What follows belongs to an exercise in optimizing a design on an open flow for small area, a short achievable clock period and few clock cycles per item; a production flow would make more cautious choices.
Only simulation tests tie the RTL to the original design; equivalence was not proved.
Power is estimated from default activity; no workload was simulated.

File: flow/config.mk
export PLATFORM = sky130hd
export DESIGN_NAME = auto_level_match_gain_core
export DESIGN_NICKNAME = auto_level_match_gain_core
export VERILOG_FILES = /design/flow/design.v
export SDC_FILE = /design/flow/constraint.sdc
export NUM_CORES = 4
export LEC_CHECK = 0
export CAP_MARGIN = 20
export CORE_MARGIN = 2
export CORE_UTILIZATION = 45
export SETUP_SLACK_MARGIN = 5
export SLEW_MARGIN = 20
File: flow/constraint.sdc
create_clock -name core_clock -period 10.0 [get_ports {clock}]
set_input_delay 2.0000 -clock core_clock [delete_from_list [all_inputs] [get_ports {clock}]]
set_output_delay 2.0000 -clock core_clock [all_outputs]
set_load 0.01 [all_outputs]
File: flow/design.v
`timescale 1ns / 1ps
`default_nettype none
package alm_pkg;
   localparam int SAMPLE_WIDTH = 24;
   localparam int ENERGY_WIDTH = 48;
   localparam int COEF_WIDTH   = 32;
   localparam int GAIN_WIDTH   = 32;
   localparam int GAIN_OUT_WIDTH = 31;
   localparam int BOOT_WIDTH   = 17;
   localparam int CSR_INDEX_WIDTH = 3;
   localparam int CSR_DATA_WIDTH  = 48;
   localparam logic [CSR_INDEX_WIDTH-1:0] CSR_ENERGY_COEF    = 3'd0;
   localparam logic [CSR_INDEX_WIDTH-1:0] CSR_ACTIVITY_COEF  = 3'd1;
   localparam logic [CSR_INDEX_WIDTH-1:0] CSR_GAIN_UP_COEF   = 3'd2;
   localparam logic [CSR_INDEX_WIDTH-1:0] CSR_GAIN_DOWN_COEF = 3'd3;
   localparam logic [CSR_INDEX_WIDTH-1:0] CSR_BOOT_COEF      = 3'd4;
   localparam logic [CSR_INDEX_WIDTH-1:0] CSR_BOOT_LENGTH    = 3'd5;
   localparam logic [CSR_INDEX_WIDTH-1:0] CSR_GATE_ENERGY    = 3'd6;
   localparam logic [COEF_WIDTH-1:0]   RST_ENERGY_COEF    = 32'd4294862000;
   localparam logic [COEF_WIDTH-1:0]   RST_ACTIVITY_COEF  = 32'd4293849000;
   localparam logic [COEF_WIDTH-1:0]   RST_GAIN_UP_COEF   = 32'd4294868000;
   localparam logic [COEF_WIDTH-1:0]   RST_GAIN_DOWN_COEF = 32'd4294768000;
   localparam logic [COEF_WIDTH-1:0]   RST_BOOT_COEF      = 32'd4294154000;
   localparam logic [BOOT_WIDTH-1:0]   RST_BOOT_LENGTH    = 17'd16800;
   localparam logic [ENERGY_WIDTH-1:0] RST_GATE_ENERGY    = 48'd22250000;
   localparam logic [GAIN_WIDTH-1:0] UNITY_GAIN = 32'd1073741824;
   localparam int MUL_M_WIDTH = 50;
   localparam int MUL_N_WIDTH = 32;
   localparam int PROD_WIDTH  = MUL_M_WIDTH + 1 + MUL_N_WIDTH;
   localparam int RATIO_WIDTH = ENERGY_WIDTH + 1;
   localparam int ROOT_WIDTH  = 31;
   localparam int QUO_WIDTH   = 2 * ROOT_WIDTH;
   typedef struct packed {
      logic signed [SAMPLE_WIDTH-1:0] ref_left;
      logic signed [SAMPLE_WIDTH-1:0] ref_right;
      logic signed [SAMPLE_WIDTH-1:0] proc_left;
      logic signed [SAMPLE_WIDTH-1:0] proc_right;
   } req_type;
   typedef struct packed {
      logic signed [SAMPLE_WIDTH-1:0] out_left;
      logic signed [SAMPLE_WIDTH-1:0] out_right;
      logic [GAIN_OUT_WIDTH-1:0]      gain_now;
   } rsp_type;
   typedef struct packed {
      logic                          start;
      logic signed [MUL_M_WIDTH-1:0] mcand;
      logic [MUL_N_WIDTH-1:0]        mplier;
   } mul_req_type;
   typedef struct packed {
      logic                   start;
      logic [RATIO_WIDTH-1:0] num;
      logic [RATIO_WIDTH-1:0] den;
   } ds_req_type;
endpackage
`default_nettype wire
`timescale 1ns / 1ps
`default_nettype none
module alm_booth_row #(
   parameter int W = 49,
   parameter int SW = 56
) (
   input  wire logic signed [W-1:0] x,
   input  wire logic [2:0]          d,
   output logic [SW-1:0]            row,
   output logic                     neg
);
   always_comb begin
      neg = d[2];
      row = (d[0] ? SW'(x) : '0) | (d[1] ? (SW'(x) << 1) : '0);
      if (neg) row = ~row;
   end
endmodule
module alm_mul #(
   parameter int W = 49
) (
   input  wire logic                clock,
   input  wire logic                clr,
   input  wire logic                en,
   input  wire logic signed [W-1:0] x,
   input  wire logic [8:0]          dig,
   input  wire logic                rnd,
   output logic signed [W-1:0]      acc,
   output logic [5:0]               lo
);
   localparam int SW = W + 7;
   logic [SW-1:0] r0, r1, r2, row0, row1, row2;
   logic          n0, n1, n2;
   logic [SW-1:0] s1, c1, s2, c2, sum;
   alm_booth_row #(.W(W), .SW(SW)) u_b0 (.x (x), .d (dig[2:0]), .row (r0), .neg (n0));
   alm_booth_row #(.W(W), .SW(SW)) u_b1 (.x (x), .d (dig[5:3]), .row (r1), .neg (n1));
   alm_booth_row #(.W(W), .SW(SW)) u_b2 (.x (x), .d (dig[8:6]), .row (r2), .neg (n2));
   always_comb begin
      row0 = r0;
      row1 = {r1[SW-3:0], n1 ? 2'b11 : {rnd, 1'b0}};
      row2 = {r2[SW-5:0], {4{n2}}};
      s1  = SW'(acc) ^ row0 ^ row1;
      c1  = {((SW'(acc) & row0) | (SW'(acc) & row1) | (row0 & row1)), n0};
      s2  = s1 ^ c1 ^ row2;
      c2  = {((s1 & c1) | (s1 & row2) | (c1 & row2)), n1};
      sum = s2 + c2 + SW'(n2);
   end
   always_ff @(posedge clock) begin
      if (clr) begin
         acc   <= '0;
      end else if (en) begin
         acc   <= SW'(signed'(sum) >>> 6);
         lo    <= sum[5:0];
      end
   end
endmodule
module alm_sqsum (
   input  wire logic               clock,
   input  wire logic               clr,
   input  wire logic               en,
   input  wire logic signed [23:0] a,
   input  wire logic signed [23:0] b,
   input  wire logic [5:0]         da,
   input  wire logic [5:0]         db,
   output logic signed [25:0]      acc,
   output logic [23:0]             lo
);
   localparam int SW = 30;
   logic [SW-1:0] ra0, ra1, rb0, rb1, row1, row3;
   logic          na0, na1, nb0, nb1;
   logic [SW-1:0] s1, c1, s2, c2, s3, c3, sum;
   alm_booth_row #(.W(24), .SW(SW)) u_a0 (.x (a), .d (da[2:0]), .row (ra0), .neg (na0));
   alm_booth_row #(.W(24), .SW(SW)) u_a1 (.x (a), .d (da[5:3]), .row (ra1), .neg (na1));
   alm_booth_row #(.W(24), .SW(SW)) u_b0 (.x (b), .d (db[2:0]), .row (rb0), .neg (nb0));
   alm_booth_row #(.W(24), .SW(SW)) u_b1 (.x (b), .d (db[5:3]), .row (rb1), .neg (nb1));
   always_comb begin
      row1 = {ra1[SW-3:0], {2{na1}}};
      row3 = {rb1[SW-3:0], {2{nb1}}};
      s1  = SW'(acc) ^ ra0 ^ row1;
      c1  = {((SW'(acc) & ra0) | (SW'(acc) & row1) | (ra0 & row1)), na0};
      s2  = s1 ^ c1 ^ rb0;
      c2  = {((s1 & c1) | (s1 & rb0) | (c1 & rb0)), na1};
      s3  = s2 ^ c2 ^ row3;
      c3  = {((s2 & c2) | (s2 & row3) | (c2 & row3)), nb0};
      sum = s3 + c3 + SW'(nb1);
   end
   always_ff @(posedge clock) begin
      if (clr) begin
         acc    <= '0;
      end else if (en) begin
         acc    <= 26'(signed'(sum) >>> 4);
         lo     <= {sum[3:0], lo[23:4]};
      end
   end
endmodule
`default_nettype wire
`timescale 1ns / 1ps
`default_nettype none
module alm_divsqrt (
   input  wire logic        clock,
   input  wire logic        reset,
   input  wire logic        load,      
   input  wire logic        ld_run,    
   input  wire logic [30:0] ld_root,   
   input  wire logic [48:0] num,       
   input  wire logic [48:0] den,       
   input  wire logic [52:0] den12,     
   input  wire logic        take,      
   output logic             busy,      
   output logic             avail,     
   output logic [30:0]      root
);
   logic        run_ff, done_ff;
   logic [4:0]  cnt_ff;
   logic [50:0] rem_ff, d4_ff;
   logic [52:0] d12_ff;
   logic [33:0] sq_rem_ff;
   logic [30:0] root_ff;
   logic [1:0]  qd_ff;
   logic [52:0] rem4, d4x, d8x;
   logic [53:0] s1, s2, s3;
   logic        c1, c2, c3;
   logic [1:0]  q;
   logic [52:0] rem_nx;
   logic [35:0] sq_cat, trial;
   logic [36:0] sq_diff;
   logic        sq_ge;
   logic [30:0] root_nx;
   logic        last;
   always_comb begin
      rem4 = {rem_ff, 2'b00};
      d4x  = {2'b00, d4_ff};
      d8x  = {1'b0, d4_ff, 1'b0};
      s1   = {1'b0, rem4} - {1'b0, d4x};
      s2   = {1'b0, rem4} - {1'b0, d8x};
      s3   = {1'b0, rem4} - {1'b0, d12_ff};
      c1   = !s1[53];
      c2   = !s2[53];
      c3   = !s3[53];
      q    = c3 ? 2'd3 : c2 ? 2'd2 : c1 ? 2'd1 : 2'd0;
      rem_nx = c3 ? s3[52:0] : c2 ? s2[52:0] : c1 ? s1[52:0] : rem4;
      sq_cat  = {sq_rem_ff, qd_ff};
      trial   = {3'b000, root_ff, 2'b01};
      sq_diff = {1'b0, sq_cat} - {1'b0, trial};
      sq_ge   = !sq_diff[36];
      root_nx = {root_ff[29:0], sq_ge};
      last    = run_ff && (cnt_ff == 5'd31);
   end
   assign avail = done_ff;
   assign root  = root_ff;
   always_ff @(posedge clock) begin
      if (reset) begin
         busy    <= 1'b0;
         done_ff <= 1'b0;
         run_ff  <= 1'b0;
      end else if (load) begin
         busy    <= 1'b1;
         done_ff <= !ld_run;
         run_ff  <= ld_run;
      end else if (take) begin
         busy    <= 1'b0;
         done_ff <= 1'b0;
         run_ff  <= 1'b0;
      end else if (last) begin
         run_ff  <= 1'b0;
         done_ff <= 1'b1;
      end
      if (load) begin
         rem_ff    <= {2'b00, num};
         d4_ff     <= {den, 2'b00};
         d12_ff    <= den12;
         cnt_ff    <= '0;
         sq_rem_ff <= '0;
         root_ff   <= ld_run ? 31'd0 : ld_root;
      end else if (run_ff) begin
         cnt_ff <= cnt_ff + 5'd1;
         if (!last) begin
            rem_ff <= rem_nx[50:0];
            qd_ff  <= q;
         end
         if (cnt_ff != 5'd0) begin
            sq_rem_ff <= sq_ge ? sq_diff[33:0] : sq_cat[33:0];
            root_ff   <= root_nx;
         end
      end
   end
endmodule
`default_nettype wire
`timescale 1ns / 1ps
`default_nettype none
import alm_pkg::*;
module auto_level_match_gain_core #(
   parameter int unsigned MIN_GAIN = 760151010,
   parameter int unsigned MAX_GAIN = 1516700552
) (
   input  wire logic                        clock,
   input  wire logic                        reset,
   input  wire logic                        req_valid,
   output logic                             req_ready,
   input  wire logic [4*SAMPLE_WIDTH-1:0] req_data,
   output logic                             rsp_valid,
   input  wire logic                        rsp_ready,
   output logic [2*SAMPLE_WIDTH+GAIN_OUT_WIDTH-1:0]       rsp_data,
   input  wire logic                        csr_wr_en,
   input  wire logic [CSR_INDEX_WIDTH-1:0]  csr_index,
   input  wire logic [CSR_DATA_WIDTH-1:0]   csr_wdata
);
   localparam logic [30:0] MIN_G = 31'(MIN_GAIN);
   localparam logic [30:0] MAX_G = 31'(MAX_GAIN);
   localparam logic [30:0] UNITY = 31'd1073741824;
   function automatic logic [5:0] bdec2(input logic [3:0] m, input logic mp);
      logic [4:0] e;
      e = {m, mp};
      for (int i = 0; i < 2; i++) begin
         bdec2[3*i]   = e[2*i+1] ^ e[2*i];
         bdec2[3*i+1] = (e[2*i+2] & ~e[2*i+1] & ~e[2*i]) | (~e[2*i+2] & e[2*i+1] & e[2*i]);
         bdec2[3*i+2] = e[2*i+2];
      end
   endfunction
   function automatic logic [8:0] bdec3(input logic [5:0] m, input logic mp);
      logic [6:0] e;
      e = {m, mp};
      for (int i = 0; i < 3; i++) begin
         bdec3[3*i]   = e[2*i+1] ^ e[2*i];
         bdec3[3*i+1] = (e[2*i+2] & ~e[2*i+1] & ~e[2*i]) | (~e[2*i+2] & e[2*i+1] & e[2*i]);
         bdec3[3*i+2] = e[2*i+2];
      end
   endfunction
   logic [31:0] energy_coef_ff, activity_coef_ff, gain_up_coef_ff, gain_down_coef_ff;
   logic [31:0] boot_coef_ff;
   logic [16:0] boot_length_ff;
   logic [47:0] gate_energy_ff;
   logic [48:0] ref_n_ff, proc_n_ff;
   logic [47:0] act_ff;
   logic [30:0] gain_ff;
   logic [16:0] boot_left_ff;
   logic        a_v_ff;
   logic [3:0]  a_cnt_ff;
   logic signed [23:0] a_rl_ff, a_rr_ff, a_pl_ff, a_pr_ff;
   logic [5:0]  a_drl_ff, a_drr_ff, a_dpl_ff, a_dpr_ff;    
   logic        a_trl_ff, a_trr_ff, a_tpl_ff, a_tpr_ff;    
   logic [3:0]  a_nrl, a_nrr, a_npl, a_npr;
   logic        a_active_ff, a_boot_ff;
   logic [8:0]  a_dr_ff, a_dp_ff;      
   logic        a_tr_ff, a_tp_ff;
   logic [5:0]  a_nr, a_np;
   logic signed [48:0] blr_x_ff, blp_x_ff;
   logic        a_done, a_hand, accept;
   logic        a_sq, a_act_step, a_bl_load, a_bl_step, a_fin;
   logic [2:0]  a_sq_nx, a_bl_nx;
   logic signed [25:0] sqr_acc, sqp_acc;
   logic [23:0] sqr_lo, sqp_lo;
   logic signed [48:0] blr_acc, blp_acc;
   logic [5:0]  blr_lo, blp_lo;
   logic [47:0] ref_now, proc_now, released;
   logic [48:0] ref_new, proc_new;
   logic [35:0] act_m, en_m;
   logic        b_ptr_in_ff, b_ptr_out_ff;     
   logic [1:0]  b_busy, b_avail, b_load, b_take;
   logic [30:0] b_root [2];
   logic signed [23:0] b_pl_ff [2];
   logic signed [23:0] b_pr_ff [2];
   logic [1:0]  b_boot_ff;
   logic        b_free, b_take_any;
   logic [30:0] b_root_sel;
   logic        ld_hi, ld_lo, ld_run;
   logic [30:0] ld_root;
   logic [52:0] ld_den12;
   logic        c_v_ff;
   logic [3:0]  c_cnt_ff;
   logic [30:0] c_tgt_ff;
   logic        c_boot_ff;
   logic signed [23:0] c_pl_ff, c_pr_ff;
   logic signed [32:0] c_gd_ff;
   logic [35:0] c_m_ff;
   logic [8:0]  c_gdig_ff, c_odig_ff;
   logic        c_otop_ff;
   logic [35:0] coef_m;
   logic [5:0]  c_onext;
   logic        c_olast_ff;
   logic signed [32:0] g_acc;
   logic [5:0]  g_lo;
   logic signed [23:0] ol_acc, or_acc;
   logic [5:0]  ol_lo, or_lo;
   logic        c_s0, c_gstep, c_gfin, c_ostep, c_fin;
   logic [2:0]  c_onx;
   logic [30:0] g_sum, g_new;
   logic [32:0] gain_m;
   logic [27:0] yl, yr;
   logic [23:0] sat_l, sat_r;
   assign b_free     = !b_busy[b_ptr_in_ff] || b_take[b_ptr_in_ff];
   assign b_take_any = b_avail[b_ptr_out_ff] && !c_v_ff;
   assign b_take     = {b_take_any && b_ptr_out_ff, b_take_any && !b_ptr_out_ff};
   assign a_done     = a_v_ff && (a_cnt_ff == 4'd14);
   assign a_hand     = a_done && b_free;
   assign b_load     = {a_hand && b_ptr_in_ff, a_hand && !b_ptr_in_ff};
   assign req_ready  = !a_v_ff || a_hand;
   assign accept     = req_valid && req_ready;
   assign a_sq       = a_v_ff && (a_cnt_ff <= 4'd5);
   assign a_act_step = a_sq;
   assign a_bl_load  = a_v_ff && (a_cnt_ff == 4'd6);
   assign a_bl_step  = a_v_ff && (a_cnt_ff >= 4'd7) && (a_cnt_ff <= 4'd12);
   assign a_fin      = a_v_ff && (a_cnt_ff == 4'd13);
   assign a_sq_nx    = 3'(a_cnt_ff + 4'd1);    
   assign a_bl_nx    = 3'(a_cnt_ff - 4'd6);    
   assign act_m = {1'b0, activity_coef_ff, 3'b000};
   assign en_m  = {1'b0, energy_coef_ff, 3'b000};
   alm_sqsum u_sqr (
      .clock (clock), .clr (accept), .en (a_sq), .a (a_rl_ff), .b (a_rr_ff),
      .da (a_drl_ff), .db (a_drr_ff), .acc (sqr_acc), .lo (sqr_lo)
   );
   alm_sqsum u_sqp (
      .clock (clock), .clr (accept), .en (a_sq), .a (a_pl_ff), .b (a_pr_ff),
      .da (a_dpl_ff), .db (a_dpr_ff), .acc (sqp_acc), .lo (sqp_lo)
   );
   alm_mul #(.W(49)) u_blr (
      .clock (clock), .clr (accept || a_bl_load), .en (a_act_step || a_bl_step),
      .x (blr_x_ff), .dig (a_dr_ff), .rnd (1'b0), .acc (blr_acc), .lo (blr_lo)
   );
   alm_mul #(.W(49)) u_blp (
      .clock (clock), .clr (a_bl_load), .en (a_bl_step),
      .x (blp_x_ff), .dig (a_dp_ff), .rnd (1'b0), .acc (blp_acc), .lo (blp_lo)
   );
   always_comb begin
      a_nrl = 4'(a_rl_ff >> (4 * a_sq_nx));
      a_nrr = 4'(a_rr_ff >> (4 * a_sq_nx));
      a_npl = 4'(a_pl_ff >> (4 * a_sq_nx));
      a_npr = 4'(a_pr_ff >> (4 * a_sq_nx));
      a_nr  = a_act_step ? 6'(act_m >> (6 * a_sq_nx)) : 6'(en_m >> (6 * a_bl_nx));
      a_np  = 6'(en_m >> (6 * a_bl_nx));
      ref_now  = {1'b0, sqr_acc[23:0], sqr_lo[23:1]};
      proc_now = {1'b0, sqp_acc[23:0], sqp_lo[23:1]};
      released = 48'({blr_acc, blr_lo[5]});
      ref_new  = {1'b0, ref_now} + 49'({blr_acc, blr_lo[5]}) + 49'd1;
      proc_new = {1'b0, proc_now} + 49'({blp_acc, blp_lo[5]}) + 49'd1;
   end
   always_ff @(posedge clock) begin
      if (accept) begin
         a_rl_ff  <= req_data[95:72];
         a_rr_ff  <= req_data[71:48];
         a_pl_ff  <= req_data[47:24];
         a_pr_ff  <= req_data[23:0];
         a_drl_ff <= bdec2(req_data[75:72], 1'b0);
         a_drr_ff <= bdec2(req_data[51:48], 1'b0);
         a_dpl_ff <= bdec2(req_data[27:24], 1'b0);
         a_dpr_ff <= bdec2(req_data[3:0], 1'b0);
         a_trl_ff <= req_data[75];
         a_trr_ff <= req_data[51];
         a_tpl_ff <= req_data[27];
         a_tpr_ff <= req_data[3];
      end else if (a_sq) begin
         a_drl_ff <= bdec2(a_nrl, a_trl_ff);
         a_drr_ff <= bdec2(a_nrr, a_trr_ff);
         a_dpl_ff <= bdec2(a_npl, a_tpl_ff);
         a_dpr_ff <= bdec2(a_npr, a_tpr_ff);
         a_trl_ff <= a_nrl[3];
         a_trr_ff <= a_nrr[3];
         a_tpl_ff <= a_npl[3];
         a_tpr_ff <= a_npr[3];
      end
      if (accept) begin
         blr_x_ff <= signed'({1'b0, act_ff});
         a_dr_ff  <= bdec3(act_m[5:0], 1'b0);
         a_tr_ff  <= act_m[5];
      end else if (a_bl_load) begin
         a_dr_ff  <= bdec3(en_m[5:0], 1'b0);
         a_tr_ff  <= en_m[5];
      end else if (a_act_step || a_bl_step) begin
         a_dr_ff  <= bdec3(a_nr, a_tr_ff);
         a_tr_ff  <= a_nr[5];
      end
      if (a_bl_load) begin
         blr_x_ff <= signed'(ref_n_ff + ~{1'b0, ref_now});
         blp_x_ff <= signed'(proc_n_ff + ~{1'b0, proc_now});
         a_dp_ff  <= bdec3(en_m[5:0], 1'b0);
         a_tp_ff  <= en_m[5];
      end else if (a_bl_step) begin
         a_dp_ff  <= bdec3(a_np, a_tp_ff);
         a_tp_ff  <= a_np[5];
      end
      if (a_v_ff && a_cnt_ff == 4'd7) begin
         a_active_ff <= act_ff > gate_energy_ff;
      end
   end
   always_comb begin
      ld_hi    = {2'b00, ref_n_ff} >= {proc_n_ff, 2'b00};
      ld_lo    = {ref_n_ff, 2'b00} < {2'b00, proc_n_ff};
      ld_run   = a_active_ff && !ld_hi && !ld_lo;
      ld_root  = !a_active_ff ? UNITY : ld_hi ? MAX_G : MIN_G;
      ld_den12 = {2'b00, proc_n_ff, 2'b00} + {1'b0, proc_n_ff, 3'b000};
   end
   for (genvar i = 0; i < 2; i++) begin : g_b
      alm_divsqrt u_divsqrt (
         .clock   (clock),
         .reset   (reset),
         .load    (b_load[i]),
         .ld_run  (ld_run),
         .ld_root (ld_root),
         .num     (ref_n_ff),
         .den     (proc_n_ff),
         .den12   (ld_den12),
         .take   (b_take[i]),
         .busy   (b_busy[i]),
         .avail  (b_avail[i]),
         .root   (b_root[i])
      );
      always_ff @(posedge clock) begin
         if (b_load[i]) begin
            b_pl_ff[i]   <= a_pl_ff;
            b_pr_ff[i]   <= a_pr_ff;
            b_boot_ff[i] <= a_boot_ff;
         end
      end
   end
   assign b_root_sel = b_root[b_ptr_out_ff];
   assign c_s0    = c_v_ff && (c_cnt_ff == 4'd0);
   assign c_gstep = c_v_ff && (c_cnt_ff >= 4'd1) && (c_cnt_ff <= 4'd6);
   assign c_gfin  = c_v_ff && (c_cnt_ff == 4'd7);
   assign c_ostep = c_v_ff && (c_cnt_ff >= 4'd8) && (c_cnt_ff <= 4'd13);
   assign c_fin   = c_v_ff && (c_cnt_ff == 4'd14);
   assign c_onx   = 3'(c_cnt_ff - 4'd7);
   assign gain_m = {gain_ff, 2'b00};
   alm_mul #(.W(33)) u_gmul (
      .clock (clock), .clr (c_s0), .en (c_gstep), .x (c_gd_ff), .dig (c_gdig_ff),
      .rnd (1'b0), .acc (g_acc), .lo (g_lo)
   );
   alm_mul #(.W(24)) u_olmul (
      .clock (clock), .clr (c_gfin), .en (c_ostep), .x (c_pl_ff), .dig (c_odig_ff),
      .rnd (c_olast_ff), .acc (ol_acc), .lo (ol_lo)
   );
   alm_mul #(.W(24)) u_ormul (
      .clock (clock), .clr (c_gfin), .en (c_ostep), .x (c_pr_ff), .dig (c_odig_ff),
      .rnd (c_olast_ff), .acc (or_acc), .lo (or_lo)
   );
   always_comb begin
      coef_m  = {1'b0, (c_boot_ff ? boot_coef_ff :
                        (c_tgt_ff > gain_ff) ? gain_up_coef_ff : gain_down_coef_ff), 3'b000};
      c_onext = 6'(gain_m >> (6 * c_onx));
      g_sum = c_tgt_ff + 31'({g_acc, g_lo[5]});
      g_new = (g_sum >= UNITY - 31'd1 && g_sum <= UNITY + 31'd1) ? UNITY : g_sum;
      yl = {ol_acc, ol_lo[5:2]};
      yr = {or_acc, or_lo[5:2]};
      sat_l = (signed'(yl) > 28'sd8388607) ? 24'h7FFFFF :
              (signed'(yl) < -28'sd8388608) ? 24'h800000 : yl[23:0];
      sat_r = (signed'(yr) > 28'sd8388607) ? 24'h7FFFFF :
              (signed'(yr) < -28'sd8388608) ? 24'h800000 : yr[23:0];
   end
   always_ff @(posedge clock) begin
      if (b_take_any) begin
         c_tgt_ff  <= (b_root_sel < MIN_G) ? MIN_G : (b_root_sel > MAX_G) ? MAX_G : b_root_sel;
         c_boot_ff <= b_boot_ff[b_ptr_out_ff];
         c_pl_ff   <= b_pl_ff[b_ptr_out_ff];
         c_pr_ff   <= b_pr_ff[b_ptr_out_ff];
      end
      if (c_s0) begin
         c_gd_ff   <= signed'({2'b00, gain_ff} - {2'b00, c_tgt_ff});
         c_m_ff    <= coef_m;
         c_gdig_ff <= bdec3(coef_m[5:0], 1'b0);
      end else if (c_gstep) begin
         c_m_ff    <= c_m_ff >> 6;
         c_gdig_ff <= bdec3(c_m_ff[11:6], c_m_ff[5]);
      end
      c_olast_ff <= c_v_ff && (c_cnt_ff == 4'd12);
      if (c_gfin) begin
         c_odig_ff <= bdec3({g_new[3:0], 2'b00}, 1'b0);
         c_otop_ff <= g_new[3];
      end else if (c_ostep) begin
         c_odig_ff <= bdec3(c_onext, c_otop_ff);
         c_otop_ff <= c_onext[5];
      end
   end
   assign rsp_data = {sat_l, sat_r, gain_ff};
   always_ff @(posedge clock) begin
      if (reset) begin
         energy_coef_ff    <= RST_ENERGY_COEF;
         activity_coef_ff  <= RST_ACTIVITY_COEF;
         gain_up_coef_ff   <= RST_GAIN_UP_COEF;
         gain_down_coef_ff <= RST_GAIN_DOWN_COEF;
         boot_coef_ff      <= RST_BOOT_COEF;
         boot_length_ff    <= RST_BOOT_LENGTH;
         gate_energy_ff    <= RST_GATE_ENERGY;
         ref_n_ff          <= 49'd1;
         proc_n_ff         <= 49'd1;
         act_ff            <= '0;
         gain_ff           <= UNITY;
         boot_left_ff      <= RST_BOOT_LENGTH;
         a_v_ff            <= 1'b0;
         b_ptr_in_ff       <= 1'b0;
         b_ptr_out_ff      <= 1'b0;
         c_v_ff            <= 1'b0;
         rsp_valid         <= 1'b0;
      end else begin
         if (csr_wr_en) begin
            case (csr_index)
               CSR_ENERGY_COEF:    energy_coef_ff    <= csr_wdata[31:0];
               CSR_ACTIVITY_COEF:  activity_coef_ff  <= csr_wdata[31:0];
               CSR_GAIN_UP_COEF:   gain_up_coef_ff   <= csr_wdata[31:0];
               CSR_GAIN_DOWN_COEF: gain_down_coef_ff <= csr_wdata[31:0];
               CSR_BOOT_COEF:      boot_coef_ff      <= csr_wdata[31:0];
               CSR_BOOT_LENGTH:    boot_length_ff    <= csr_wdata[16:0];
               CSR_GATE_ENERGY:    gate_energy_ff    <= csr_wdata[47:0];
               default: begin
               end
            endcase
         end
         if (accept) begin
            a_v_ff   <= 1'b1;
            a_cnt_ff <= '0;
         end else if (a_hand) begin
            a_v_ff   <= 1'b0;
         end else if (a_v_ff && !a_done) begin
            a_cnt_ff <= a_cnt_ff + 4'd1;
         end
         if (a_bl_load) begin
            act_ff <= (ref_now > released) ? ref_now : released;
         end
         if (a_fin) begin
            if (a_active_ff) begin
               ref_n_ff       <= ref_new;
               proc_n_ff      <= proc_new;
               if (boot_left_ff != '0) begin
                  boot_left_ff <= boot_left_ff - 17'd1;
                  a_boot_ff    <= 1'b1;
               end else begin
                  a_boot_ff    <= 1'b0;
               end
            end else begin
               ref_n_ff       <= 49'd1;
               proc_n_ff      <= 49'd1;
               boot_left_ff   <= boot_length_ff;
               a_boot_ff      <= 1'b0;
            end
         end
         if (a_hand)     b_ptr_in_ff  <= !b_ptr_in_ff;
         if (b_take_any) b_ptr_out_ff <= !b_ptr_out_ff;
         if (b_take_any) begin
            c_v_ff   <= 1'b1;
            c_cnt_ff <= '0;
         end else if (c_fin) begin
            if (rsp_ready) c_v_ff <= 1'b0;
         end else if (c_v_ff) begin
            c_cnt_ff <= c_cnt_ff + 4'd1;
         end
         if (c_gfin) begin
            gain_ff <= g_new;
         end
         if (c_v_ff && c_cnt_ff == 4'd13) begin
            rsp_valid <= 1'b1;
         end else if (rsp_ready) begin
            rsp_valid <= 1'b0;
         end
      end
   end
endmodule
`default_nettype wire
File: flow/run.sh
#!/bin/bash
# synth_recipe.tcl (not shown) runs the flow's synth.tcl, then flattens the netlist and writes it again
# the make line also repeats each setting of config.mk as NAME=value (left out here)
make -C /OpenROAD-flow-scripts/flow DESIGN_CONFIG=/design/flow/config.mk WORK_HOME=/design/flow/orfs CLKGATE_MAP_FILE= SYNTH_SCRIPT=/design/flow/synth_recipe.tcl finish
==> results of run 1 <==
## where the power goes
group	internal [mW]	total [mW]	switching (mW)	leakage [nW]
registers	8.04	9.04	1.00	14.6
clock network	4.49	7.76	3.27	3.36
logic	15.8	35.4	19.6	48.3
## final cells by class
class | count | area (sq um)
diodes | 14 | 35.03
clock buffers | 279 | 5852
clock inverters | 105 | 1062
fillers | 29460 | 153800
inverters | 1412 | 5418
multi-input cells | 11900 | 92460
flip-flops and latches | 1669 | 42560
well taps | 4140 | 5180
repair buffers | 568 | 5550
repair inverters | 1 | 8.758
## state kept, by name, indices dropped and copies added (netlist names), 49 cells and up
| register | cells |
|---|---|
| blr_x_ff | 49 |
| u_blp.acc | 49 |
| ref_n_ff | 49 |
| u_blr.acc | 49 |
| g_b.u_divsqrt.sq_rem_ff | 68 |
| g_b.u_divsqrt.d12_ff | 100 |
| g_b.u_divsqrt.root_ff | 62 |
| g_b.u_divsqrt.rem_ff | 102 |
| proc_n_ff | 49 |
| g_b.u_divsqrt.d4_ff | 98 |
| blp_x_ff | 49 |
## cells in the final DEF (no fill, tap or decap), types with 139 or more instances in the layout
cell type / count
sky130_fd_sc_hd__o21a_1: 172
sky130_fd_sc_hd__ha_1: 1083
sky130_fd_sc_hd__dfxtp_1: 740
sky130_fd_sc_hd__a211oi_1: 189
sky130_fd_sc_hd__clkdlybuf4s50_1: 230
sky130_fd_sc_hd__xor2_1: 522
sky130_fd_sc_hd__nor3_1: 186
sky130_fd_sc_hd__a22oi_1: 730
sky130_fd_sc_hd__o21ai_0: 802
sky130_fd_sc_hd__edfxtp_1: 910
sky130_fd_sc_hd__a21oi_1: 1248
sky130_fd_sc_hd__nor2b_1: 146
sky130_fd_sc_hd__buf_4: 263
sky130_fd_sc_hd__a21o_1: 512
sky130_fd_sc_hd__nand2_1: 1318
sky130_fd_sc_hd__nand3_1: 256
sky130_fd_sc_hd__nor2_1: 810
sky130_fd_sc_hd__fa_1: 568
sky130_fd_sc_hd__clkbuf_16: 224
sky130_fd_sc_hd__nand3b_1: 139
sky130_fd_sc_hd__xnor2_1: 1045
sky130_fd_sc_hd__mux2i_1: 180
sky130_fd_sc_hd__inv_1: 1388
sky130_fd_sc_hd__nand2b_1: 160
## worst max-delay path: stages (launching register included)
cell                       delay [ns]
sky130_fd_sc_hd__edfxtp_1        0.55
sky130_fd_sc_hd__a22oi_2         0.27
sky130_fd_sc_hd__xor2_2          0.10
sky130_fd_sc_hd__fa_1            0.52
sky130_fd_sc_hd__fa_1            0.53
sky130_fd_sc_hd__inv_2           0.04
sky130_fd_sc_hd__fa_2            0.47
sky130_fd_sc_hd__fa_2            0.41
sky130_fd_sc_hd__a21o_1          0.16
sky130_fd_sc_hd__a21o_1          0.19
sky130_fd_sc_hd__a21oi_2         0.15
sky130_fd_sc_hd__o21a_1          0.19
sky130_fd_sc_hd__o31ai_4         0.09
sky130_fd_sc_hd__a221o_1         0.41
sky130_fd_sc_hd__a21oi_4         0.18
sky130_fd_sc_hd__o221ai_2        0.13
sky130_fd_sc_hd__or4_4           0.44
sky130_fd_sc_hd__a31oi_4         0.17
sky130_fd_sc_hd__xor2_1          0.15
sky130_fd_sc_hd__o21ai_1         0.06
## kinds of logic after synthesis
family / synth area share [%]
flip-flops: 30.14
AND/OR/NAND/NOR: 11.89
adder cells (fa/ha/maj): 18.15
AO/OA/AOI/OAI: 21.99
multiplexers: 2.211
XOR/XNOR: 9.820
buffers and inverters: 5.804
## routing by layer
layer | wire [microns] | vias up
met4 | 18920 | 12
met1 | 201800 | 57440
met3 | 31560 | 818
met2 | 209800 | 4074
met5 | 65 | -
li1 | - | 56260
## final timing paths
kind              slack, ns               start                  to
setup reg to reg       4.61         a_drl_ff[1]       u_sqr.acc[24]
hold reg to reg        0.45  gain_up_coef_ff[6]  gain_up_coef_ff[6]
hold / removal         0.45  gain_up_coef_ff[6]  gain_up_coef_ff[6]
setup / recovery       4.61         a_drl_ff[1]       u_sqr.acc[24]
## per-stage QoR
step                      instances  area [sq um]  setup WS, ns  power [mW]  utilization, %
after global routing          20080        158100         4.413       56.30           50.69
after detailed placement      19540        147600         3.545       39.66           47.31
after global placement        19540        147500         3.476       39.66           47.30
final                         20090        158100         4.606       52.19           50.70
after CTS                     20020        156400         4.627       49.69           50.14
after floorplan               15730        141300         4.874       32.35               -
## timing repair
action | CTS | global route
setup buffers | 91 | 48
hold endpoints to repair | 0 | 0
gates cloned | 3 | 8
gates resized for setup | 245 | 218
pin swaps | 73 | 115
setup endpoints to repair | 282 | 160
==> summary.txt, run 1 <==
number of pins exceeding their max-slew limit in the final report=0; most common cell in the synthesized netlist=sky130_fd_sc_hd__inv_1; total via count in the routed design=118600; number of nets in the synthesized netlist=17590; Syn Area/Cell=8.969 sq um; number of maximum-capacitance violations=0; global-route wire length before repair=695.7 mm; global-route usage over all layers=28.07%; maximum vdd ir drop=0.4451 mV; dominant cell type by area after synthesis=sky130_fd_sc_hd__edfxtp_1; antenna-violating nets left=0; Root Driver=sky130_fd_sc_hd__clkbuf_16; Relative slew margins=24.27%; count of flip-flops with a built-in enable after synthesis=910; sequential fraction of the synthesis area=30.14%; most utilized layer in the global route result=met2; antenna violations before repair=29; clock latency reported for the late side of the worst-skew pair=0.93 ns; total half-perimeter wirelength after legalization and detailed placement=344.4 mm; Yosys top cell area share=19.37%; number of buffers on the longest clock path=4; time the worst path needs with I/O delays and setup=5.394 ns; total of buffers placed on input and output ports=232; number of DRC markers after the initial detailed-route iteration=10920; Yosys Warn Count=15; final hold violation count=0; part of the cycle the worst path needs=53.94%; sort of element at the start of the critical path=flop; global-route congestion overflow total=0; depth of the worst register-to-register path=19; vias in the first global route=112800; share of post-route cells with drive strength above 1=7.398%; number of placement rows=205; final net count=17610; clock input transition at the sequential cells of the worst setup and hold paths=0.06 ns; total wire length after detailed routing=462.2 mm; number of DRC violations after detailed routing=0; met2 GRT Util=45.18%; WL per Instance=23.00 microns; vias per cell=5.903; distinct cell type count of the synthesized netlist=105; number of clock buffers inserted by TritonCTS=206; DIE AREA=0.3181 sq mm; last weighted congestion value of the routability-driven placer=0.9541; setup clock skew after layout=0.07734 ns; outcome=complete, no violations; count of boundary I/O pins=233; P per Cell Area=330.1 mW/mm^2; worst-case hold slack=0.4521 ns; arrival time reported for the critical path endpoint=6.13 ns; count of clock tree sinks=1669; flops & latches, synth=1669; Hold WC Path Type=reg2reg; Sum Neg Setup Slack=0 ns; CP endpoint kind=flop; Min-Delay Path Depth=2; starting density of the core=45.24%; pin count of the biggest net entering global routing=111; hold buffer count at CTS=0; largest cells by area after synthesis=sky130_fd_sc_hd__edfxtp_1 19%, sky130_fd_sc_hd__dfxtp_1 11%, sky130_fd_sc_hd__ha_1 10%; most frequently used flop master after synthesis=sky130_fd_sc_hd__edfxtp_1; setup repair after global routing missed its margin=yes; depth of the CTS H-tree=4; Worst-Margin Slew=1.136 ns; Setup Crit Path Kind=reg2reg; crit path max fanout=7; summed instance area of the synthesized netlist=0.1411 sq mm; f_max=185.4 MHz; DIE HEIGHT=564.0 microns; Pleak=66.28 nW; die outline width=564.0 microns; share of flip-flops with an asynchronous set or reset after synthesis=0%; router iterations before antenna repair=8; core area=0.3119 sq mm; area overhead of the layout relative to synthesis=12.07%; routing usage on met3=3.767%; required time of the critical path=10.74 ns; final setup violation count=0; clock tree from TritonCTS=done; post-synthesis instance total=15730; most frequent cells after synthesis=1397 x sky130_fd_sc_hd__inv_1, 1327 x sky130_fd_sc_hd__nand2_1, 1279 x sky130_fd_sc_hd__a21oi_1; met1 Resource Use GR=38.49%
Testbench counts, summed over its fixed seeds: cycles 39,310, items 2,400.
==> inputs of run 2 (changes only) <==
--- a/flow/design.v
+++ b/flow/design.v
@@ -111,7 +111,8 @@
 module alm_sqsum (
    input  wire logic               clock,
    input  wire logic               clr,
-   input  wire logic               en,
+   input  wire logic               en1,
+   input  wire logic               en2,
    input  wire logic signed [23:0] a,
    input  wire logic signed [23:0] b,
    input  wire logic [5:0]         da,
@@ -123,6 +124,8 @@
    logic [SW-1:0] ra0, ra1, rb0, rb1, row1, row3;
    logic          na0, na1, nb0, nb1;
    logic [SW-1:0] s1, c1, s2, c2, s3, c3, sum;
+   logic [SW-1:0] ps_ff, pc_ff;
+   logic [1:0]    pn_ff;
    alm_booth_row #(.W(24), .SW(SW)) u_a0 (.x (a), .d (da[2:0]), .row (ra0), .neg (na0));
    alm_booth_row #(.W(24), .SW(SW)) u_a1 (.x (a), .d (da[5:3]), .row (ra1), .neg (na1));
    alm_booth_row #(.W(24), .SW(SW)) u_b0 (.x (b), .d (db[2:0]), .row (rb0), .neg (nb0));
@@ -130,20 +133,25 @@
    always_comb begin
       row1 = {ra1[SW-3:0], {2{na1}}};
       row3 = {rb1[SW-3:0], {2{nb1}}};
-      s1  = SW'(acc) ^ ra0 ^ row1;
-      c1  = {((SW'(acc) & ra0) | (SW'(acc) & row1) | (ra0 & row1)), na0};
-      s2  = s1 ^ c1 ^ rb0;
-      c2  = {((s1 & c1) | (s1 & rb0) | (c1 & rb0)), na1};
-      s3  = s2 ^ c2 ^ row3;
-      c3  = {((s2 & c2) | (s2 & row3) | (c2 & row3)), nb0};
-      sum = s3 + c3 + SW'(nb1);
+      s1  = ra0 ^ row1 ^ rb0;
+      c1  = {((ra0 & row1) | (ra0 & rb0) | (row1 & rb0)), na0};
+      s2  = s1 ^ c1 ^ row3;
+      c2  = {((s1 & c1) | (s1 & row3) | (c1 & row3)), na1};
+      s3  = SW'(acc) ^ ps_ff ^ pc_ff;
+      c3  = {((SW'(acc) & ps_ff) | (SW'(acc) & pc_ff) | (ps_ff & pc_ff)), pn_ff[0]};
+      sum = s3 + c3 + SW'(pn_ff[1]);
    end
    always_ff @(posedge clock) begin
+      if (en1) begin
+         ps_ff <= s2;
+         pc_ff <= c2;
+         pn_ff <= {nb1, nb0};
+      end
       if (clr) begin
-         acc    <= '0;
-      end else if (en) begin
-         acc    <= 26'(signed'(sum) >>> 4);
-         lo     <= {sum[3:0], lo[23:4]};
+         acc <= '0;
+      end else if (en2) begin
+         acc <= 26'(signed'(sum) >>> 4);
+         lo  <= {sum[3:0], lo[23:4]};
       end
    end
 endmodule
@@ -300,7 +308,7 @@
    logic [5:0]  a_nr, a_np;
    logic signed [48:0] blr_x_ff, blp_x_ff;
    logic        a_done, a_hand, accept;
-   logic        a_sq, a_act_step, a_bl_load, a_bl_step, a_fin;
+   logic        a_sq, a_sq2, a_act_step, a_bl_load, a_bl_step, a_fin;
    logic [2:0]  a_sq_nx, a_bl_nx;
    logic signed [25:0] sqr_acc, sqp_acc;
    logic [23:0] sqr_lo, sqp_lo;
@@ -345,26 +353,27 @@
    assign b_free     = !b_busy[b_ptr_in_ff] || b_take[b_ptr_in_ff];
    assign b_take_any = b_avail[b_ptr_out_ff] && !c_v_ff;
    assign b_take     = {b_take_any && b_ptr_out_ff, b_take_any && !b_ptr_out_ff};
-   assign a_done     = a_v_ff && (a_cnt_ff == 4'd14);
+   assign a_done     = a_v_ff && (a_cnt_ff == 4'd15);
    assign a_hand     = a_done && b_free;
    assign b_load     = {a_hand && b_ptr_in_ff, a_hand && !b_ptr_in_ff};
    assign req_ready  = !a_v_ff || a_hand;
    assign accept     = req_valid && req_ready;
    assign a_sq       = a_v_ff && (a_cnt_ff <= 4'd5);
+   assign a_sq2      = a_v_ff && (a_cnt_ff >= 4'd1) && (a_cnt_ff <= 4'd6);
    assign a_act_step = a_sq;
-   assign a_bl_load  = a_v_ff && (a_cnt_ff == 4'd6);
-   assign a_bl_step  = a_v_ff && (a_cnt_ff >= 4'd7) && (a_cnt_ff <= 4'd12);
-   assign a_fin      = a_v_ff && (a_cnt_ff == 4'd13);
+   assign a_bl_load  = a_v_ff && (a_cnt_ff == 4'd7);
+   assign a_bl_step  = a_v_ff && (a_cnt_ff >= 4'd8) && (a_cnt_ff <= 4'd13);
+   assign a_fin      = a_v_ff && (a_cnt_ff == 4'd14);
    assign a_sq_nx    = 3'(a_cnt_ff + 4'd1);    
-   assign a_bl_nx    = 3'(a_cnt_ff - 4'd6);    
+   assign a_bl_nx    = 3'(a_cnt_ff - 4'd7);    
    assign act_m = {1'b0, activity_coef_ff, 3'b000};
    assign en_m  = {1'b0, energy_coef_ff, 3'b000};
    alm_sqsum u_sqr (
-      .clock (clock), .clr (accept), .en (a_sq), .a (a_rl_ff), .b (a_rr_ff),
+      .clock (clock), .clr (accept), .en1 (a_sq), .en2 (a_sq2), .a (a_rl_ff), .b (a_rr_ff),
       .da (a_drl_ff), .db (a_drr_ff), .acc (sqr_acc), .lo (sqr_lo)
    );
    alm_sqsum u_sqp (
-      .clock (clock), .clr (accept), .en (a_sq), .a (a_pl_ff), .b (a_pr_ff),
+      .clock (clock), .clr (accept), .en1 (a_sq), .en2 (a_sq2), .a (a_pl_ff), .b (a_pr_ff),
       .da (a_dpl_ff), .db (a_dpr_ff), .acc (sqp_acc), .lo (sqp_lo)
    );
    alm_mul #(.W(49)) u_blr (
@@ -432,7 +441,7 @@
          a_dp_ff  <= bdec3(a_np, a_tp_ff);
          a_tp_ff  <= a_np[5];
       end
-      if (a_v_ff && a_cnt_ff == 4'd7) begin
+      if (a_v_ff && a_cnt_ff == 4'd8) begin
          a_active_ff <= act_ff > gate_energy_ff;
       end
    end
--- a/flow/config.mk
+++ b/flow/config.mk
@@ -7,6 +7,6 @@
 export LEC_CHECK = 0
 export CAP_MARGIN = 20
 export CORE_MARGIN = 2
-export CORE_UTILIZATION = 45
+export CORE_UTILIZATION = 52
 export SETUP_SLACK_MARGIN = 5
 export SLEW_MARGIN = 20
==> run 2 against run 1 <==
Compared with the run above: clock-buffer cell count up 8; combinational power fell by 22%; largest cell class unchanged; routed wire length is 5.8% higher; sequential power increased by 9.2%; sequential share of layout area up 1.8 points; clock power rose by 5.3%; critical endpoint is now g_b[1].u_divsqrt.root_ff[9]; largest power group unchanged; still clean; flip-flop and latch count grew 118; critical path depth is 6 lower.
==> summary.txt, run 2 <==
outcome=complete, no violations (unchanged); crit path max fanout=7 (unchanged); most frequent standard cell in the layout excluding fill and tap cells=sky130_fd_sc_hd__nand2_1 (was sky130_fd_sc_hd__inv_1); area of all placed cells without fillers=0.1604 sq mm (was 0.1581 sq mm); dominant cell type by area after synthesis=sky130_fd_sc_hd__edfxtp_1 (unchanged); required time of the critical path=10.60 ns (was 10.74 ns); DIE AREA=0.2823 sq mm (was 0.3181 sq mm); final cell utilization of the core=58.02% (was 50.70%); Yosys top cell area share=21.35% (was 19.37%); total half-perimeter wirelength after legalization and detailed placement=361.9 mm (was 344.4 mm); starting density of the core=52.29% (was 45.24%); Hold WC Path Type=reg2reg (unchanged); Crit. Startpoint=proc_n_ff[3] (was a_drl_ff[1]); number of pins exceeding their max-slew limit in the final report=0 (unchanged); vias per cell=6.223 (was 5.903); most frequent cells after synthesis=1356 x sky130_fd_sc_hd__nand2_1, 1287 x sky130_fd_sc_hd__a21oi_1, 1268 x sky130_fd_sc_hd__inv_1 (was 1397 x sky130_fd_sc_hd__inv_1, 1327 x sky130_fd_sc_hd__nand2_1, 1279 x sky130_fd_sc_hd__a21oi_1); count of clock tree sinks=1787 (was 1669); overall power after layout=45.78 mW (was 52.19 mW); WL per Instance=24.79 microns (was 23.00 microns); global-route congestion overflow total=0 (unchanged); global-route wire length before repair=725.2 mm (was 695.7 mm); number of buffers on the longest clock path=4 (unchanged); number of nets in the synthesized netlist=17710 (was 17590); antenna violations before repair=18 (was 29); part of the cycle the worst path needs=50.09% (was 53.94%); worst-path cell chain=inv_1 -> ha_1 -> o21a_1 -> o21a_1 -> o21ai_0 -> a2111oi_0 -> o21ai_1 -> o211ai_1 -> a41oi_1 -> a21o_1 -> or2_2 -> nand3_1 -> o21ai_0 (was a22oi_2 -> xor2_2 -> fa_1 -> fa_1 -> inv_2 -> fa_2 -> fa_2 -> a21o_1 -> a21o_1 -> a21oi_2 -> o21a_1 -> o31ai_4 -> a221o_1 -> a21oi_4 -> o221ai_2 -> or4_4 -> a31oi_4 -> xor2_1 -> o21ai_1); critical path endpoint=g_b[1].u_divsqrt.root_ff[9] (was u_sqr.acc[24]); number of maximum-capacitance violations=0 (unchanged); flops & latches, synth=1787 (was 1669); most frequently used flop master after synthesis=sky130_fd_sc_hd__edfxtp_1 (unchanged); flip-flop count of the largest register, all copies and words added=102 (unchanged); count of buffering cells on the critical path with inverters included=1 (unchanged); setup repair after global routing missed its margin=yes (unchanged); area after detailed placement=0.1505 sq mm (was 0.1476 sq mm); Relative slew margins=16.60% (was 24.27%); share of post-route cells with drive strength above 1=6.419% (was 7.398%); largest cells by area after synthesis=sky130_fd_sc_hd__edfxtp_1 21%, sky130_fd_sc_hd__dfxtp_1 11%, sky130_fd_sc_hd__ha_1 9.7% (was sky130_fd_sc_hd__edfxtp_1 19%, sky130_fd_sc_hd__dfxtp_1 11%, sky130_fd_sc_hd__ha_1 10%); Root Driver=sky130_fd_sc_hd__clkbuf_16 (unchanged); Setup Crit Path Kind=reg2reg (unchanged); critical-path cell with the highest stage delay=sky130_fd_sc_hd__dfxtp_1 (was sky130_fd_sc_hd__edfxtp_1); post-synthesis instance total=15860 (was 15730); Sum Neg Setup Slack=0 ns (unchanged); Crit. path cell count=13 (was 19); core area=0.2765 sq mm (was 0.3119 sq mm); clock input transition at the sequential cells of the worst setup and hold paths=0.06 ns (about the same); antenna-violating nets left=0 (unchanged); sequential fraction of the synthesis area=31.86% (was 30.14%); total via count in the routed design=122800 (was 118600); DIE HEIGHT=531.3 microns (was 564.0 microns); largest reg by FF count=g_b.u_divsqrt.rem_ff (unchanged); area overhead of the layout relative to synthesis=10.97% (was 12.07%); pin count of the biggest net entering global routing=168 (was 111); distinct cell type count of the synthesized netlist=90 (was 105); clock latency reported for the late side of the worst-skew pair=0.95 ns (was 0.93 ns); last weighted congestion value of the routability-driven placer=0.9824 (was 0.9541); f_max=199.6 MHz (was 185.4 MHz); arrival time reported for the critical path endpoint=5.61 ns (was 6.13 ns); number of DRC markers after the initial detailed-route iteration=12030 (was 10920); most frequent cells in the layout=1344 x sky130_fd_sc_hd__nand2_1, 1266 x sky130_fd_sc_hd__a21oi_1, 1261 x sky130_fd_sc_hd__inv_1 (was 1388 x sky130_fd_sc_hd__inv_1, 1318 x sky130_fd_sc_hd__nand2_1, 1248 x sky130_fd_sc_hd__a21oi_1); clock tree from TritonCTS=done (unchanged); total of buffers placed on input and output ports=232 (unchanged); router iterations before antenna repair=6 (was 8); Syn Area/Cell=9.117 sq um (was 8.969 sq um); delay of the slowest critical-path stage=0.84 ns (was 0.55 ns); P per Cell Area=285.3 mW/mm^2 (was 330.1 mW/mm^2); maximum vdd ir drop=0.3011 mV (was 0.4451 mV); number of DRC violations after detailed routing=0 (unchanged); number of placement rows=193 (was 205); top flop regs=g_b.u_divsqrt.rem_ff: 102 flops, g_b.u_divsqrt.d12_ff: 100 flops, g_b.u_divsqrt.d4_ff: 98 flops (unchanged); slack of the worst reg-to-reg path=4.99 ns (was 4.61 ns); Pleak=66.57 nW (was 66.28 nW); total wire length after detailed routing=489.1 mm (was 462.2 mm); count of boundary I/O pins=233 (unchanged); vias in the first global route=118700 (was 112800); setup clock skew after layout=0.07446 ns (was 0.07734 ns); global-route usage over all layers=33.31% (was 28.07%); fill cell total of the finished layout=24120 (was 29460); CP endpoint kind=flop (unchanged); count of flip-flops with a built-in enable after synthesis=1028 (was 910); time the worst path needs with I/O delays and setup=5.009 ns (was 5.394 ns); startpoint of the worst register-to-register path=proc_n_ff[3] (was a_drl_ff[1]); Yosys Warn Count=15 (unchanged); number of clock buffers inserted by TritonCTS=213 (was 206); share of flip-flops with an asynchronous set or reset after synthesis=0% (unchanged); final setup violation count=0 (unchanged); number of placed cells counting well taps=19220 (was 19540); worst r2r dst=g_b[1].u_divsqrt.root_ff[9] (was u_sqr.acc[24]); summed instance area of the synthesized netlist=0.1446 sq mm (was 0.1411 sq mm); Worst-Margin Slew=1.251 ns (was 1.136 ns); depth of the CTS H-tree=4 (unchanged); most common cell in the synthesized netlist=sky130_fd_sc_hd__nand2_1 (was sky130_fd_sc_hd__inv_1); sort of element at the start of the critical path=flop (unchanged); die outline width=531.3 microns (was 564.0 microns); Min-Delay Path Depth=2 (unchanged); final net count=17690 (was 17610); Final Non-Filler Cells=19730 (was 20090); depth of the worst register-to-register path=13 (was 19); final hold violation count=0 (unchanged); Top Family by Delay on Critical Path=compound AO/OA/AOI/OAI gates (unchanged)
## run 2: cells by family (layout without fill, tap and decap cells)
family / count (synthesis) / after routing / share of synthesized area (%)
other: 0 / 7 / 0
AO/OA/AOI/OAI: 4721 / 4722 / 21.08
XOR/XNOR: 1575 / 1575 / 9.541
multiplexers: 324 / 324 / 2.518
adder cells (fa/ha/maj): 1701 / 1701 / 17.71
AND/OR/NAND/NOR: 3700 / 3700 / 11.95
flip-flops: 1787 / 1787 / 31.86
buffers and inverters: 2050 / 2205 / 5.337
## run 2: layer usage
metal  GRT usage, %  vias to the layer above  routed length, microns
met3          4.176                     1001                   34740
met1          45.14                    59900                  206800
met2          53.32                     5065                  221800
met5              0                        -                      41
met4          14.77                        6                   25680
li1               -                    56780                       -
## run 2: worst min path at each step
| stage | slack (ns) | start | endpoint |
|---|---|---|---|
| detailed placement | 0.45 | g_b[1].u_divsqrt.sq_rem_ff[32] | g_b[1].u_divsqrt.sq_rem_ff[32] |
| CTS | 0.45 | gain_up_coef_ff[8] | gain_up_coef_ff[8] |
| floorplan | 0.42 | g_b[1].u_divsqrt.sq_rem_ff[33] | g_b[1].u_divsqrt.sq_rem_ff[33] |
| global route | 0.47 | gain_up_coef_ff[7] | gain_up_coef_ff[7] |
| global placement | 0.44 | gain_down_coef_ff[5] | gain_down_coef_ff[5] |
| finish | 0.45 | g_b[1].u_divsqrt.sq_rem_ff[32] | g_b[1].u_divsqrt.sq_rem_ff[32] |
## run 2: final cells by class
| class | instances | area [sq um] | area share (%) |
|---|---|---|---|
| Tap cell | 3705 | 4636 | 2.889 |
| Clock inverter | 109 | 1323 | 0.8243 |
| Multi-Input combinational cell | 12020 | 92180 | 57.45 |
| Sequential cell | 1787 | 46110 | 28.74 |
| Timing Repair Buffer | 528 | 5341 | 3.329 |
| Inverter | 1280 | 4873 | 3.038 |
| Clock buffer | 287 | 5943 | 3.704 |
| Timing Repair inverter | 1 | 11.26 | 0.007019 |
| Antenna cell | 7 | 17.52 | 0.01092 |
## run 2: worst reg2reg max path, cell delays in order, from the launching register on
cell and delay, ns:
sky130_fd_sc_hd__dfxtp_1 0.84, sky130_fd_sc_hd__inv_1 0.18, sky130_fd_sc_hd__ha_1 0.33, sky130_fd_sc_hd__o21a_1 0.11, sky130_fd_sc_hd__o21a_1 0.10, sky130_fd_sc_hd__o21ai_0 0.08
sky130_fd_sc_hd__a2111oi_0 0.63, sky130_fd_sc_hd__o21ai_1 0.40, sky130_fd_sc_hd__o211ai_1 0.40, sky130_fd_sc_hd__a41oi_1 0.20, sky130_fd_sc_hd__a21o_1 0.41, sky130_fd_sc_hd__or2_2 0.45
sky130_fd_sc_hd__nand3_1 0.35, sky130_fd_sc_hd__o21ai_0 0.20
## run 2: report_power, final
group / switching [mW] / total, mW / internal (mW)
combinational: 15.7 / 27.7 / 12.0
sequential: 1.06 / 9.87 / 8.81
clock: 3.43 / 8.17 / 4.74
total: 20.2 / 45.8 / 25.6
## run 2: timing repair
| action | 4_1_cts | 5_1_grt |
|---|---|---|
| hold buffers | 0 | 0 |
| endpoints found under the setup margin | 311 | 161 |
| endpoints found under the hold margin | 0 | 0 |
| setup buffers | 25 | 57 |
| resized for setup | 125 | 204 |
| pin swaps | 12 | 51 |
| cloned | 3 | 18 |
## run 2: metrics by stage
step                      worst slack (ns)  hold slack (ns)
final                                4.991           0.4501
after global routing                 4.932           0.4680
after CTS                            4.971           0.4542
after detailed placement             3.595           0.4453
after global placement               3.612           0.4405
after floorplan                      5.026           0.4180
Testbench counts of run 2, summed over its fixed seeds: cycles 39,380, items 2,400.
==> inputs of run 3 (changes only) <==
--- a/flow/design.v
+++ b/flow/design.v
@@ -208,8 +208,8 @@
       root_nx = {root_ff[29:0], sq_ge};
       last    = run_ff && (cnt_ff == 5'd31);
    end
-   assign avail = done_ff;
-   assign root  = root_ff;
+   assign avail = done_ff || last;
+   assign root  = run_ff ? root_nx : root_ff;
    always_ff @(posedge clock) begin
       if (reset) begin
          busy    <= 1'b0;
--- a/flow/config.mk
+++ b/flow/config.mk
@@ -7,6 +7,6 @@
 export LEC_CHECK = 0
 export CAP_MARGIN = 20
 export CORE_MARGIN = 2
-export CORE_UTILIZATION = 52
+export CORE_UTILIZATION = 58
 export SETUP_SLACK_MARGIN = 5
 export SLEW_MARGIN = 20
==> run 3 against run 2 <==
Compared with the run above: cell count down 3.2%; via count increased by 0.52%; utilization is 7.3 points higher; routed wire length shrank 0.71%; synthesized cell count shrank 1.5%; critical path depth increased by 6; combinational power is essentially flat; clock-buffer cell count fell by 19; register-to-register slack hardly changed; worst hold slack better by 0.0014 ns; critical path type unchanged; largest cell class unchanged; largest power group unchanged; highest routed layer unchanged.
==> summary.txt, run 3 <==
number of maximum-capacitance violations=0 (unchanged); share of power burned in registers=21.8% (was 21.6%); most common cell in the synthesized netlist=sky130_fd_sc_hd__nand2_1 (unchanged); global-route usage over all layers=37.16% (was 33.31%); CP endpoint kind=flop (unchanged); final net count=17540 (was 17690); number of pins exceeding their max-slew limit in the final report=0 (unchanged); Sum Neg Setup Slack=0 ns (unchanged); largest cells by area after synthesis=sky130_fd_sc_hd__edfxtp_1 22%, sky130_fd_sc_hd__dfxtp_1 11%, sky130_fd_sc_hd__ha_1 9.8% (was sky130_fd_sc_hd__edfxtp_1 21%, sky130_fd_sc_hd__dfxtp_1 11%, sky130_fd_sc_hd__ha_1 9.7%); dominant cell type by area after synthesis=sky130_fd_sc_hd__edfxtp_1 (unchanged); vias per cell=6.463 (was 6.223); setup clock skew after layout=0.09678 ns (was 0.07446 ns); clock input transition at the sequential cells of the worst setup and hold paths=0.06 ns (about the same); hold buffer count at CTS=0 (unchanged); Root Driver=sky130_fd_sc_hd__clkbuf_16 (unchanged); share of post-route cells with drive strength above 1=7.678% (was 6.419%); sequential fraction of the synthesis area=32.15% (was 31.86%); starting density of the core=58.32% (was 52.29%); switching power total=20.00 mW (was 20.19 mW); last weighted congestion value of the routability-driven placer=1.004 (was 0.9824); worst-case hold slack=0.4515 ns (was 0.4501 ns); Relative slew margins=24.72% (was 16.60%); Syn Area/Cell=9.172 sq um (was 9.117 sq um); maximum vdd ir drop=0.3080 mV (was 0.3011 mV); area overhead of the layout relative to synthesis=11.97% (was 10.97%); DIE HEIGHT=501.1 microns (was 531.3 microns); most frequent standard cell in the layout excluding fill and tap cells=sky130_fd_sc_hd__nand2_1 (unchanged); WL per Instance=25.44 microns (was 24.79 microns); total of buffers placed on input and output ports=232 (unchanged); post-synthesis instance total=15620 (was 15860); setup repair after global routing missed its margin=yes (unchanged); Pleak=66.52 nW (was 66.57 nW); most frequent cells in the layout=1284 x sky130_fd_sc_hd__nand2_1, 1224 x sky130_fd_sc_hd__inv_1, 1220 x sky130_fd_sc_hd__a21oi_1 (was 1344 x sky130_fd_sc_hd__nand2_1, 1266 x sky130_fd_sc_hd__a21oi_1, 1261 x sky130_fd_sc_hd__inv_1); flops & latches, synth=1787 (unchanged); total via count in the routed design=123400 (was 122800); number of clock buffers inserted by TritonCTS=204 (was 213); Setup Crit Path Kind=reg2reg (unchanged); part of the cycle the worst path needs=50.23% (was 50.09%); most frequent cells after synthesis=1305 x sky130_fd_sc_hd__nand2_1, 1264 x sky130_fd_sc_hd__a21oi_1, 1231 x sky130_fd_sc_hd__inv_1 (was 1356 x sky130_fd_sc_hd__nand2_1, 1287 x sky130_fd_sc_hd__a21oi_1, 1268 x sky130_fd_sc_hd__inv_1); count of flip-flops with a built-in enable after synthesis=1028 (unchanged); largest reg by FF count=g_b.u_divsqrt.rem_ff (unchanged); number of placement rows=182 (was 193); Yosys top cell area share=21.54% (was 21.35%); DIE AREA=0.2511 sq mm (was 0.2823 sq mm); clock tree from TritonCTS=done (unchanged); arrival time reported for the critical path endpoint=5.74 ns (was 5.61 ns); final setup violation count=0 (unchanged); Hold WC Path Type=reg2reg (unchanged); number of DRC violations after detailed routing=0 (unchanged); flip-flop count of the largest register, all copies and words added=102 (unchanged); P per Cell Area=283.2 mW/mm^2 (was 285.3 mW/mm^2); summed instance area of the synthesized netlist=0.1433 sq mm (was 0.1446 sq mm); required time of the critical path=10.71 ns (was 10.60 ns); share of flip-flops with an asynchronous set or reset after synthesis=0% (unchanged); global-route wire length before repair=721.9 mm (was 725.2 mm); vias in the first global route=118100 (was 118700); router iterations before antenna repair=9 (was 6); most frequently used flop master after synthesis=sky130_fd_sc_hd__edfxtp_1 (unchanged); total wire length after detailed routing=485.7 mm (was 489.1 mm); antenna-violating nets left=0 (unchanged); number of nets in the synthesized netlist=17480 (was 17710); part of the power in combinational logic=60.5% (was 60.6%); global-route congestion overflow total=0 (unchanged); core area=0.2457 sq mm (was 0.2765 sq mm); outcome=complete, no violations (unchanged); pin count of the biggest net entering global routing=246 (was 168); number of DRC markers after the initial detailed-route iteration=13310 (was 12030); clock network fraction of total power=17.8% (was 17.9%); number of buffers on the longest clock path=3 (was 4); crit path max fanout=12 (was 7); top flop regs=g_b.u_divsqrt.rem_ff: 102 flops, g_b.u_divsqrt.d12_ff: 100 flops, g_b.u_divsqrt.d4_ff: 98 flops (unchanged); overall power after layout=45.45 mW (was 45.78 mW); area after detailed placement=0.1487 sq mm (was 0.1505 sq mm); Yosys Warn Count=15 (unchanged); total half-perimeter wirelength after legalization and detailed placement=355.3 mm (was 361.9 mm); distinct cell type count of the synthesized netlist=97 (was 90); f_max=199.1 MHz (was 199.6 MHz); area of all placed cells without fillers=0.1605 sq mm (was 0.1604 sq mm); switch share=44.02% (was 44.10%); clock latency reported for the late side of the worst-skew pair=0.91 ns (was 0.95 ns); count of clock tree sinks=1787 (unchanged); depth of the CTS H-tree=4 (unchanged); final hold violation count=0 (unchanged); antenna violations before repair=17 (was 18); Worst-Margin Slew=1.119 ns (was 1.251 ns); die outline width=501.1 microns (was 531.3 microns); internal power of the cells=25.44 mW (was 25.59 mW); time the worst path needs with I/O delays and setup=5.023 ns (was 5.009 ns); count of boundary I/O pins=233 (unchanged); sort of element at the start of the critical path=flop (unchanged)
## run 3: cell types whose count changed after synthesis, sizes merged, moves of 29 or more
cell	change
xnor2	-37
xor2	+29
inv	-38
clkbuf	-51
o211ai	-46
nand2	-51
nand3	-30
o22ai	+67
nor2b	+53
## run 3: timing repair
item                       4_1_cts  5_1_grt
pin swaps                       36      101
setup buffers                   54       77
setup endpoints to repair      420      233
gates cloned                    15       15
gates resized for setup        231      296
## run 3: kinds of logic (layout without fill, tap and decap cells)
family | after synthesis | in the layout | synth area share [%]
muxes | 300 | 300 | 2.367
and+or+nand+nor | 3630 | 3630 | 11.85
other | 0 | 9 | 0
xor gates and xnor gates | 1567 | 1567 | 9.577
buffers and inverters | 1989 | 2226 | 5.238
adders and majority gates | 1701 | 1701 | 17.87
DFF | 1787 | 1787 | 32.15
AOI/OAI and AO/OA | 4649 | 4652 | 20.95
## run 3: final cells by class
cell class | instances | area, sq um
Antenna cell | 9 | 22.52
Clock buffer | 268 | 5769
Clock inverter | 115 | 1499
Fill cell | 20050 | 85250
Inverter | 1248 | 4785
Multi-Input combinational cell | 11850 | 92020
Sequential cell | 1787 | 46130
Tap cell | 3220 | 4029
Timing Repair Buffer | 594 | 6200
Timing Repair inverter | 1 | 8.758
## run 3: power by group through the flow
stage,sequential [mW],clock [mW],combinational [mW]
final,9.89,8.08,27.5
after global routing,9.93,8.44,30.2
after CTS,9.84,8.15,25.4
after detailed placement,9.97,0,24.4
after global placement,9.96,0,24.0
after floorplan,9.36,0,18.8
## run 3: through the flow
step           utilization (%)  setup WS [ns]  instances
2_1_floorplan                -          5.002      15620
3_3_place_gp             60.50          3.700      18530
3_5_place_dp             60.52          3.503      18530
4_1_cts                  64.23          4.772      18990
5_1_grt                  65.30          4.857      19090
6_report                 65.31          4.977      19090
## run 3: layer usage
| layer | up-vias | wire length [microns] | global-route usage [%] |
|---|---|---|---|
| met2 | 5858 | 213100 | 57.02 |
| met1 | 60200 | 197600 | 50.03 |
| met3 | 1222 | 42440 | 6.126 |
| met4 | 12 | 32410 | 20.57 |
| li1 | 56090 | - | - |
| met5 | - | 139 | 0.1929 |
## run 3: critical path, cell delays in order (launching register included)
cell                        delay, ns
sky130_fd_sc_hd__edfxtp_1        0.50
sky130_fd_sc_hd__buf_6           0.19
sky130_fd_sc_hd__clkbuf_16       0.19
sky130_fd_sc_hd__a22oi_1         0.23
sky130_fd_sc_hd__xnor2_1         0.18
sky130_fd_sc_hd__fa_2            0.61
sky130_fd_sc_hd__fa_1            0.46
sky130_fd_sc_hd__ha_4            0.29
sky130_fd_sc_hd__a21o_1          0.19
sky130_fd_sc_hd__a21o_1          0.20
sky130_fd_sc_hd__a21oi_2         0.15
sky130_fd_sc_hd__o21ai_2         0.10
sky130_fd_sc_hd__a21boi_2        0.17
sky130_fd_sc_hd__nor4_2          0.07
sky130_fd_sc_hd__or4b_4          0.53
sky130_fd_sc_hd__a31oi_4         0.23
sky130_fd_sc_hd__o41ai_4         0.10
sky130_fd_sc_hd__a21oi_1         0.21
sky130_fd_sc_hd__xor2_1          0.17
sky130_fd_sc_hd__o22ai_1         0.10
## run 3: path summary, 6_finish.rpt
kind | startpoint | to | slack [ns] | cells past startpoint
setup / recovery | a_dr_ff[4] | u_blr.acc[30] | 4.98 | 19
hold / removal | gate_energy_ff[7] | gate_energy_ff[7] | 0.45 | 2
setup reg to reg | a_dr_ff[4] | u_blr.acc[30] | 4.98 | 19
hold reg to reg | gate_energy_ff[7] | gate_energy_ff[7] | 0.45 | 2
Testbench counts of run 3, summed over its fixed seeds: cycles 38,657, items 2,400.

## what the ideal ports hide
The results above use ideal ports. As a check the final layouts listed here were re-extracted and re-timed, cells and wires unchanged. Step 1 (the two cells are an assumption about what drives the block):
set clk [get_ports {clock}]
set_driving_cell -lib_cell sky130_fd_sc_hd__clkbuf_16 $clk
set_driving_cell -lib_cell sky130_fd_sc_hd__buf_2 [delete_from_list [all_inputs] $clk]
Step 2 times the ports against the registers' clock, not the clock port: input delays grow and output delays shrink by t, the midpoint of the rising clock arrivals with the driver on. a / b / c = no drivers / after step 1 / after step 2; a / b = the first two.
run | shift t [ns] | setup slack, ns | worst hold slack (ns) | worst setup path at the end | worst register clock-pin slew, ns
run 1 | 0.993 | 4.606 / 4.606 / 4.447 | 0.452 / 0.452 / 0.452 | input to register | 0.07 / 0.07
run 2 | 1.015 | 4.991 / 4.991 / 4.423 | 0.450 / 0.450 / 0.450 | input to register | 0.07 / 0.07
run 3 | 0.964 | 4.977 / 4.928 / 4.786 | 0.451 / 0.451 / 0.451 | input to register | 0.07 / 0.07
After both steps every run listed still meets setup and hold. The setup slack of run 2, which loses most, moves by 0.000 ns with the drivers and by -0.568 ns with both steps.
